Source: an optimization exercise on an open RTL-to-GDS flow (aim: small area, a short achievable clock period and few clock cycles per item). Production flows keep margins and buffers that such runs may drop.
In this exercise RTL edits were held to simulation tests only and were not proved equivalent to the original.
Power and IR drop assume default switching activity.

`flow/config.mk`:
```
export PLATFORM = sky130hd
export DESIGN_NAME = decodeTop
export DESIGN_NICKNAME = decodeTop
export VERILOG_FILES = /design/flow/design.v
export SDC_FILE = /design/flow/constraint.sdc
export NUM_CORES = 4
export LEC_CHECK = 0
export CAP_MARGIN = 20
export CORE_MARGIN = 2
export CORE_UTILIZATION = 40
export SLEW_MARGIN = 20
```
`flow/constraint.sdc`:
```
create_clock -name core_clock -period 10.0 [get_ports {clk}]
set_input_delay 2.0000 -clock core_clock [delete_from_list [all_inputs] [get_ports {clk}]]
set_output_delay 2.0000 -clock core_clock [all_outputs]
set_load 0.01 [all_outputs]
```
`flow/design.v`:
```
`default_nettype none
package decodePkg;
    localparam logic [5:0] rType = 6'h00;
    localparam logic [5:0] bltz  = 6'h01;
    localparam logic [5:0] j     = 6'h02;
    localparam logic [5:0] jal   = 6'h03;
    localparam logic [5:0] beq   = 6'h04;
    localparam logic [5:0] bne   = 6'h05;
    localparam logic [5:0] bgtz  = 6'h07;
    localparam logic [5:0] addi  = 6'h08;
    localparam logic [5:0] andi  = 6'h0c;
    localparam logic [5:0] ori   = 6'h0d;
    localparam logic [5:0] xori  = 6'h0e;
    localparam logic [5:0] lui   = 6'h0f;
    localparam logic [5:0] fSll = 6'h00;
    localparam logic [5:0] fSrl = 6'h02;
    localparam logic [5:0] fSra = 6'h03;
    localparam logic [5:0] fJr  = 6'h08;
    localparam logic [5:0] fAdd = 6'h20;
    localparam logic [5:0] fSub = 6'h22;
    localparam logic [5:0] fAnd = 6'h24;
    localparam logic [5:0] fOr  = 6'h25;
    localparam logic [5:0] fXor = 6'h26;
    localparam logic [5:0] fSlt = 6'h2a;
    localparam logic [3:0] opNop  = 4'd0;
    localparam logic [3:0] opAdd  = 4'd1;
    localparam logic [3:0] opSub  = 4'd2;
    localparam logic [3:0] opAnd  = 4'd3;
    localparam logic [3:0] opOr   = 4'd4;
    localparam logic [3:0] opXor  = 4'd5;
    localparam logic [3:0] opSlt  = 4'd6;
    localparam logic [3:0] opSll  = 4'd7;
    localparam logic [3:0] opSrl  = 4'd8;
    localparam logic [3:0] opSra  = 4'd9;
    localparam logic [3:0] opPass = 4'd10;
    localparam int BundleW = 4 + 5 + 1 + 4 * 32 + 1;
endpackage
`default_nettype wire
`timescale 1ns/1ps
`default_nettype none
module regFile (
    input  wire logic                   clk,
    input  wire logic                   rstN,
    input  wire logic                   we,
    input  wire logic [5-1:0] wAddr,
    input  wire logic [32-1:0] wData,
    input  wire logic [5-1:0] rAddrA,
    input  wire logic [5-1:0] rAddrB,
    output logic      [32-1:0] rDataA,
    output logic      [32-1:0] rDataB
);
    localparam int NumRegs = 1 << 5;
    logic [32-1:0] regs [NumRegs];
    always_ff @(posedge clk)
    begin
        if (!rstN)
        begin
            for (int i = 0; i < NumRegs; i++)
                regs[i] <= '0;
        end
        else if (we && wAddr != '0)
        begin
            regs[wAddr] <= wData;
        end
    end
    assign rDataA = (rAddrA == '0) ? '0 : regs[rAddrA];
    assign rDataB = (rAddrB == '0) ? '0 : regs[rAddrB];
endmodule
`default_nettype wire
`timescale 1ns/1ps
`default_nettype none
module instDecoder (
    input  wire logic                          clk,
    input  wire logic                          rstN,
    input  wire logic                          wbCyc,
    input  wire logic                          wbStb,
    input  wire logic                          wbWe,
    input  wire logic [6-1:0]         wbAdr,
    input  wire logic [32-1:0]        wbDat,
    output logic                               ack,
    input  wire logic                          fifoFull,
    output logic                               push,
    output logic [decodePkg::BundleW-1:0]      bundle
);
    localparam logic [5-1:0] LinkReg = 31;
    logic [32-1:0] pc;
    logic [32-1:0] npc;
    logic [32-1:0] inst;
    logic [32-1:0] imm;
    logic [32-1:0] rDataA;
    logic [32-1:0] rDataB;
    logic [32-1:0] branchAddr;
    logic [32-1:0] jumpTarget;
    logic [5-1:0] rs;
    logic [5-1:0] rt;
    logic [5-1:0] rd;
    logic                   regARead;
    logic                   regBRead;
    logic                   sel;
    logic                   isInst;
    logic                   regWe;
    logic [3:0]             bOp;
    logic [5-1:0] bRegcAddr;
    logic                   bRegcWrite;
    logic [32-1:0] bOperandA;
    logic [32-1:0] bOperandB;
    logic [32-1:0] bJumpAddr;
    logic                   bJumpTaken;
    function automatic logic [3:0] opFor(input logic [5:0] opcode,
                                         input logic [5:0] funct);
        opFor = decodePkg::opNop;
        case (opcode)
            decodePkg::addi: opFor = decodePkg::opAdd;
            decodePkg::andi: opFor = decodePkg::opAnd;
            decodePkg::ori:  opFor = decodePkg::opOr;
            decodePkg::xori: opFor = decodePkg::opXor;
            decodePkg::lui:  opFor = decodePkg::opPass;
            decodePkg::jal:  opFor = decodePkg::opPass;
            decodePkg::rType:
            begin
                case (funct)
                    decodePkg::fAdd: opFor = decodePkg::opAdd;
                    decodePkg::fSub: opFor = decodePkg::opSub;
                    decodePkg::fAnd: opFor = decodePkg::opAnd;
                    decodePkg::fOr:  opFor = decodePkg::opOr;
                    decodePkg::fXor: opFor = decodePkg::opXor;
                    decodePkg::fSlt: opFor = decodePkg::opSlt;
                    decodePkg::fSll: opFor = decodePkg::opSll;
                    decodePkg::fSrl: opFor = decodePkg::opSrl;
                    decodePkg::fSra: opFor = decodePkg::opSra;
                    default:         opFor = decodePkg::opNop;
                endcase
            end
            default: opFor = decodePkg::opNop;
        endcase
    endfunction
    assign inst = wbDat;
    assign rs   = inst[25:21];
    assign rt   = inst[20:16];
    assign rd   = inst[15:11];
    assign npc        = pc + 32'(4);
    assign branchAddr = npc + {{(32-18){inst[15]}}, inst[15:0], 2'b00};
    assign jumpTarget = {npc[32-1 -: 4], inst[25:0], 2'b00};
    assign sel    = wbCyc && wbStb;
    assign isInst = wbAdr == 32;
    assign regWe  = ack && wbWe && (wbAdr < 32);
    assign push   = ack && wbWe && isInst;
    regFile u_regFile (
        .clk    (clk),
        .rstN   (rstN),
        .we     (regWe),
        .wAddr  (wbAdr[5-1:0]),
        .wData  (wbDat),
        .rAddrA (rs),
        .rAddrB (rt),
        .rDataA (rDataA),
        .rDataB (rDataB)
    );
    always_comb
    begin
        bOp        = opFor(inst[31:26], inst[5:0]);
        bRegcAddr  = '0;
        bRegcWrite = 1'b0;
        bJumpAddr  = '0;
        bJumpTaken = 1'b0;
        regARead   = 1'b0;
        regBRead   = 1'b0;
        imm        = '0;
        case (inst[31:26])
            decodePkg::rType:
            begin
                case (inst[5:0])
                    decodePkg::fAdd, decodePkg::fSub, decodePkg::fAnd,
                    decodePkg::fOr, decodePkg::fXor, decodePkg::fSlt:
                    begin
                        regARead   = 1'b1;
                        regBRead   = 1'b1;
                        bRegcWrite = 1'b1;
                        bRegcAddr  = rd;
                    end
                    decodePkg::fSll, decodePkg::fSrl, decodePkg::fSra:
                    begin
                        regBRead   = 1'b1;
                        imm        = {{(32-5){1'b0}}, inst[10:6]};
                        bRegcWrite = 1'b1;
                        bRegcAddr  = rd;
                    end
                    decodePkg::fJr:
                    begin
                        regARead   = 1'b1;
                        bJumpTaken = 1'b1;
                        bJumpAddr  = rDataA;
                    end
                    default:
                    begin
                        regARead = 1'b0;
                    end
                endcase
            end
            decodePkg::addi, decodePkg::andi, decodePkg::ori, decodePkg::xori:
            begin
                regARead   = 1'b1;
                imm        = {{(32-16){1'b0}}, inst[15:0]};
                bRegcWrite = 1'b1;
                bRegcAddr  = rt;
            end
            decodePkg::lui:
            begin
                imm        = {inst[15:0], {(32-16){1'b0}}};
                bRegcWrite = 1'b1;
                bRegcAddr  = rt;
            end
            decodePkg::beq, decodePkg::bne:
            begin
                regARead   = 1'b1;
                regBRead   = 1'b1;
                bJumpAddr  = branchAddr;
                bJumpTaken = (inst[31:26] == decodePkg::beq) ? (rDataA == rDataB)
                                                             : (rDataA != rDataB);
            end
            decodePkg::bgtz, decodePkg::bltz:
            begin
                regARead   = 1'b1;
                bJumpAddr  = branchAddr;
                bJumpTaken = (inst[31:26] == decodePkg::bgtz) ? ($signed(rDataA) > 0)
                                                              : ($signed(rDataA) < 0);
            end
            decodePkg::j:
            begin
                bJumpTaken = 1'b1;
                bJumpAddr  = jumpTarget;
            end
            decodePkg::jal:
            begin
                imm        = npc;
                bRegcWrite = 1'b1;
                bRegcAddr  = LinkReg;
                bJumpTaken = 1'b1;
                bJumpAddr  = jumpTarget;
            end
            default:
            begin
                imm = '0;
            end
        endcase
        bOperandA = regARead ? rDataA : imm;
        bOperandB = regBRead ? rDataB : imm;
    end
    assign bundle = {bOp, bRegcAddr, bRegcWrite, bOperandA, bOperandB, bJumpAddr, bJumpTaken,
                     pc};
    always_ff @(posedge clk)
    begin
        if (!rstN)
        begin
            ack <= 1'b0;
            pc  <= '0;
        end
        else
        begin
            ack <= sel && !ack && (!isInst || !fifoFull);
            if (push)
                pc <= bJumpTaken ? bJumpAddr : npc;
        end
    end
endmodule
`default_nettype wire
`timescale 1ns/1ps
`default_nettype none
module decodeFifo (
    input  wire logic                  clk,
    input  wire logic                  rstN,
    input  wire logic                  push,
    input  wire logic [decodePkg::BundleW-1:0] pushData,
    input  wire logic                  pop,
    output logic [decodePkg::BundleW-1:0] popData,
    output logic                       full,
    output logic                       empty
);
    localparam int Depth = 4;
    localparam int PtrW  = (Depth > 1) ? $clog2(Depth) : 1;
    localparam int CntW  = $clog2(Depth + 1);
    logic [decodePkg::BundleW-1:0] mem [Depth];
    logic [PtrW-1:0] wrPtr;
    logic [PtrW-1:0] rdPtr;
    logic [CntW-1:0] count;
    logic            doPush;
    logic            doPop;
    assign doPush = push && !full;
    assign doPop  = pop && !empty;
    always_ff @(posedge clk)
    begin
        if (doPush)
            mem[wrPtr] <= pushData;
    end
    always_ff @(posedge clk)
    begin
        if (!rstN)
        begin
            wrPtr <= '0;
            rdPtr <= '0;
            count <= '0;
        end
        else
        begin
            if (doPush)
                wrPtr <= (wrPtr == PtrW'(Depth - 1)) ? '0 : wrPtr + 1'b1;
            if (doPop)
                rdPtr <= (rdPtr == PtrW'(Depth - 1)) ? '0 : rdPtr + 1'b1;
            if (doPush && !doPop)
                count <= count + 1'b1;
            else if (doPop && !doPush)
                count <= count - 1'b1;
        end
    end
    assign popData = mem[rdPtr];
    assign full    = count == CntW'(Depth);
    assign empty   = count == '0;
endmodule
`default_nettype wire
`timescale 1ns/1ps
`default_nettype none
module wbIssueMaster (
    input  wire logic                          clk,
    input  wire logic                          rstN,
    input  wire logic                          empty,
    input  wire logic [decodePkg::BundleW-1:0] headData,
    output logic                               pop,
    output logic                               wbCyc,
    output logic                               wbStb,
    output logic                               wbWe,
    output logic [decodePkg::BundleW-1:0]      wbDat,
    input  wire logic                          ack
);
    localparam logic StIdle = 1'b0;
    localparam logic StBusy = 1'b1;
    logic                          state;
    logic [decodePkg::BundleW-1:0] datQ;
    always_ff @(posedge clk)
    begin
        if (!rstN)
        begin
            state <= StIdle;
        end
        else
        begin
            case (state)
                StIdle:
                    if (!empty)
                        state <= StBusy;
                StBusy:
                    if (ack)
                        state <= StIdle;
                default:
                    state <= StIdle;
            endcase
        end
    end
    always_ff @(posedge clk)
    begin
        if (state == StIdle && !empty)
            datQ <= headData;
    end
    assign pop = (state == StBusy) && ack;
    assign wbCyc = state == StBusy;
    assign wbStb = state == StBusy;
    assign wbWe  = 1'b1;
    assign wbDat = datQ;
endmodule
`default_nettype wire
`timescale 1ns/1ps
`default_nettype none
module decodeTop (
    input  wire logic                   clk,
    input  wire logic                   rstN,
    input  wire logic                   wbInCyc,
    input  wire logic                   wbInStb,
    input  wire logic                   wbInWe,
    input  wire logic [6-1:0]  wbInAdr,
    input  wire logic [32-1:0] wbInDat,
    output logic                        wbInAck,
    output logic                        wbOutCyc,
    output logic                        wbOutStb,
    output logic                        wbOutWe,
    output logic [3:0]                  wbOutOp,
    output logic [5-1:0]      wbOutRegcAddr,
    output logic                        wbOutRegcWrite,
    output logic [32-1:0]      wbOutOperandA,
    output logic [32-1:0]      wbOutOperandB,
    output logic [32-1:0]      wbOutJumpAddr,
    output logic                        wbOutJumpTaken,
    output logic [32-1:0]      wbOutPc,
    input  wire logic                   wbOutAck
);
    logic [decodePkg::BundleW-1:0] pushData;
    logic [decodePkg::BundleW-1:0] headData;
    logic                          push;
    logic                          pop;
    logic                          fifoFull;
    logic                          fifoEmpty;
    instDecoder u_instDecoder (
        .clk      (clk),
        .rstN     (rstN),
        .wbCyc    (wbInCyc),
        .wbStb    (wbInStb),
        .wbWe     (wbInWe),
        .wbAdr    (wbInAdr),
        .wbDat    (wbInDat),
        .ack      (wbInAck),
        .fifoFull (fifoFull),
        .push     (push),
        .bundle   (pushData)
    );
    decodeFifo u_decodeFifo (
        .clk      (clk),
        .rstN     (rstN),
        .push     (push),
        .pushData (pushData),
        .pop      (pop),
        .popData  (headData),
        .full     (fifoFull),
        .empty    (fifoEmpty)
    );
    wbIssueMaster u_wbIssueMaster (
        .clk      (clk),
        .rstN     (rstN),
        .empty    (fifoEmpty),
        .headData (headData),
        .pop      (pop),
        .wbCyc    (wbOutCyc),
        .wbStb    (wbOutStb),
        .wbWe     (wbOutWe),
        .wbDat    ({wbOutOp, wbOutRegcAddr, wbOutRegcWrite, wbOutOperandA, wbOutOperandB,
                    wbOutJumpAddr, wbOutJumpTaken, wbOutPc}),
        .ack      (wbOutAck)
    );
endmodule
`default_nettype wire
```
`flow/run.sh`:
```
#!/bin/bash
# synth_recipe.tcl (not shown) runs the flow's synth.tcl, then flattens the netlist and writes it again
# the make line also repeats each setting of config.mk as NAME=value (left out here)
make -C /OpenROAD-flow-scripts/flow DESIGN_CONFIG=/design/flow/config.mk WORK_HOME=/design/flow/orfs CLKGATE_MAP_FILE= SYNTH_SCRIPT=/design/flow/synth_recipe.tcl finish
```
==> run notes <==
[layer usage]
| metal | routed length, um | vias up | track usage, % |
|---|---|---|---|
| met1 | 109000 | 27495 | 34.5 |
| met5 | 57 | - | 0 |
| met4 | 14600 | 10 | 12.0 |
| met3 | 28400 | 677 | 5.95 |
| met2 | 129000 | 3161 | 39.5 |
| li1 | - | 21488 | - |
[path summary, 6_finish.rpt]
| kind | slack, ns | from | to |
|---|---|---|---|
| worst max register to register | 4.17 | u_instDecoder.pc[4] | u_decodeFifo.mem[0][64] |
| worst max-delay path | 2.50 | wbInDat[23] | u_instDecoder.pc[9] |
| worst min register to register | 0.50 | u_decodeFifo.count[2] | u_instDecoder.ack |
| worst min-delay path | 0.50 | u_decodeFifo.count[2] | u_instDecoder.ack |
[flip-flops by register name, indices dropped and copies added, names as in the netlist]
name and cells:
u_instDecoder.u_regFile.regs 1024, u_decodeFifo.mem 556, u_wbIssueMaster.datQ 139, u_instDecoder.pc 32, u_decodeFifo.count 3, u_decodeFifo.rdPtr 2
u_decodeFifo.wrPtr 2, u_instDecoder.ack 1, u_wbIssueMaster.state 1
[cell usage in the layout (no fill, tap or decap), types with 39 or more instances in the layout]
cell type	Yosys	final
dfxtp_1	41	39
edfxtp_1	1719	1719
mux2i_1	213	213
nor2_1	117	81
a21oi_1	77	77
nand3_1	78	77
o21ai_0	117	74
ha_1	41	41
xnor2_1	61	61
buf_4	28	156
nor3_1	164	163
a211oi_1	72	72
clkinv_1	4	43
a22oi_1	107	107
clkdlybuf4s50_1	0	171
o211ai_1	42	42
clkbuf_1	337	47
and2_1	846	841
o22ai_1	51	51
mux4_2	569	569
o221ai_1	47	47
nand2_1	169	168
clkbuf_16	0	186
[stage by stage]
| step | hold WS [ns] | total power, mW | cell area (sq um) | cells | util [%] |
|---|---|---|---|---|---|
| global route | 0.526 | 16.8 | 96100 | 8460 | 45.7 |
| global placement | 0.469 | 9.69 | 89800 | 8100 | 42.8 |
| detailed placement | 0.482 | 9.71 | 90000 | 8111 | 42.8 |
| finish | 0.496 | 16.4 | 96100 | 8465 | 45.7 |
| floorplan | 0.453 | 9.16 | 84800 | 5446 | - |
| CTS | 0.499 | 16.4 | 95900 | 8453 | 45.7 |
[worst max-delay path, cell delays in order]
cell and delay, ns:
buf_4 0.53, inv_2 0.30, buf_4 0.48, nand2_1 0.99, o22ai_1 0.29, a211oi_1 0.69, o21ai_1 0.38, xor2_1 0.25
nor4_1 0.28, and3_1 0.27, a21boi_1 0.15, o31a_2 0.53, nor2_4 0.42, inv_2 0.25, o311ai_1 0.33
[power breakdown]
part	internal [mW]	switching [mW]	leakage (nW)
clock	3.79	3.01	2.88
combinational	0.437	0.895	12.1
sequential	8.20	0.0722	17.7
[kinds of logic (layout without fill, tap and decap cells)]
| group | after synthesis | count (layout) | share of synthesized area [%] |
|---|---|---|---|
| DFF | 1760 | 1760 | 62.0 |
| and+or+nand+nor | 1512 | 1512 | 10.1 |
| muxes | 796 | 796 | 17.8 |
| AOI/OAI and AO/OA | 681 | 681 | 5.58 |
| buffers and inverters | 534 | 742 | 2.98 |
| xor gates and xnor gates | 87 | 87 | 0.900 |
| adders and majority gates | 43 | 43 | 0.653 |
| other | 2 | 39 | 0.00887 |
[cell type report]
type                            instances  area share, %
Timing Repair Buffer                  366           3.66
Antenna cell                            6         0.0156
Clock inverter                        107           1.15
Sequential cell                      1760           54.6
Multi-Input combinational cell       3152           31.7
Inverter                               34          0.133
Clock buffer                          235           5.06
Tap cell                             2805           3.65
==> impl_metrics.json <==
{
  "yosys_warnings": 4,
  "rows": 168,
  "cts.path.max_buffers": 3,
  "cts_tree": "done",
  "gr-total-overflow": 0,
  "ant_nets": 0,
  "clk_latency_ns": 0.87,
  "final_nets": 5586,
  "clkTransAtPathRegs_ns": 0.06,
  "critPathRequiredTime_ns": 10.77,
  "drv_slew": 0,
  "max-slew-margin-rel_pct": 9.77,
  "drive_gt1_share_pct": 20.3,
  "synthFlopType": "edfxtp_1",
  "core_area_sq_mm": 0.210,
  "syn_area_per_cell_sq_um": 15.6,
  "dr.pass1.iters": 6,
  "wl_per_cell_um": 33.2,
  "post_cts_buffers": 0,
  "worstPathMaxFanout": 32,
  "ctsHtreeMaxLevel": 4,
  "period_needed_ns": 7.50,
  "max_clock_freq_mhz": 133,
  "synth_top_area_cell": "edfxtp_1",
  "initial_core_util_pct": 40.3,
  "rr_worst_depth": 18,
  "maxCapViolCount": 0,
  "startpoint_type": "input pin",
  "synth.distinct_cells": 83,
  "die_w_um": 464,
  "clock-root-buffer": "clkbuf_16",
  "critPathKind": "input pin to register",
  "antenna_found_initial": 22,
  "synth_edf_count": 1719,
  "first_iter_violations": 6981,
  "leakagePower_nw": 32.7,
  "die_h_um": 464,
  "grt_usage_pct": 25.7,
  "synth.most_common_cell": "edfxtp_1",
  "hp-class": "register to register",
  "ys_ff_latch": 1760,
  "worst_pin_slew_ns": 1.34,
  "layout_setup_ws_ns": 2.50,
  "wl_mm": 281,
  "cts_sinks": 1760,
  "ctsHoldBuffers": 0,
  "setup_viol": 0,
  "finalCritPeriodShare_pct": 75.0,
  "grt_pass1_vias": 52493,
  "multi_input_area_sq_mm": 0.0305,
  "cts_made_buffers": 185,
  "final.setup.tns_ns": 0,
  "vdd_drop_max_mv": 0.190,
  "rsz0062_at_grt": "false",
  "vias": 52831,
  "outcome": "timing/DRC/antenna clean",
  "port_buffers": 185,
  "finalHoldViolCount": 0,
  "fillers": 18104,
  "viasPerCell": 6.24,
  "pin_count": 187,
  "async_flop_share_pct": 0,
  "clock_skew_ns": 0.0596,
  "synth_area_leaders": "edfxtp_1, mux4_2, and2_1, mux2i_1, clkbuf_1",
  "drc": 0,
  "dieArea_sq_mm": 0.215,
  "syn_area_sq_mm": 0.0846,
  "cts_resized": 0,
  "place_congestion": 0.944,
  "seq_area_frac_synth_pct": 62.0,
  "p_per_area_mw_per_mm2": 171,
  "hold_depth": 1,
  "grt_start_max_net_pins": 129,
  "netlist.area_leader.share_pct": 61.0,
  "synthTopCellsByCount": "edfxtp_1, and2_1, mux4_2",
  "syn_to_final_growth_pct": 13.5,
  "dp_hpwl_mm": 170,
  "end_kind": "register",
  "regArea_sq_mm": 0.0524,
  "grt_pass1_wl_mm": 394,
  "post-place-ws_ns": 1.80,
  "syn_inst": 5415,
  "critPathArrivalTime_ns": 8.27
}
Testbench counts, summed over its fixed seeds: cycles 11,054, items 4,800.

afterwards: timing with drivers on the ports:
No port has a modelled driver above. Below, the same layout with a new extraction and two added sets of constraints. Step 1 sets driving cells, clkbuf_16 on the clock port and buf_2 on the other inputs (assumed; they add their load-dependent delay and slew). Step 2 also shifts input and output timing later by t, the mid clock arrival at the registers, as if the neighbouring blocks saw the same clock. a / b / c = no drivers / after step 1 / after step 2; a / b = the first two.
shift t [ns]: 0.938
slack for setup (ns): 2.503 / 2.571 / 1.634
worst hold slack (ns): 0.496 / 0.496 / 0.496
worst setup path after step 2: input to register
worst data-port slew with drivers (ns): 0.11
After both steps this run still meets setup and hold. For this run, drivers alone change the setup slack by +0.068 ns; drivers and shift together by -0.869 ns.
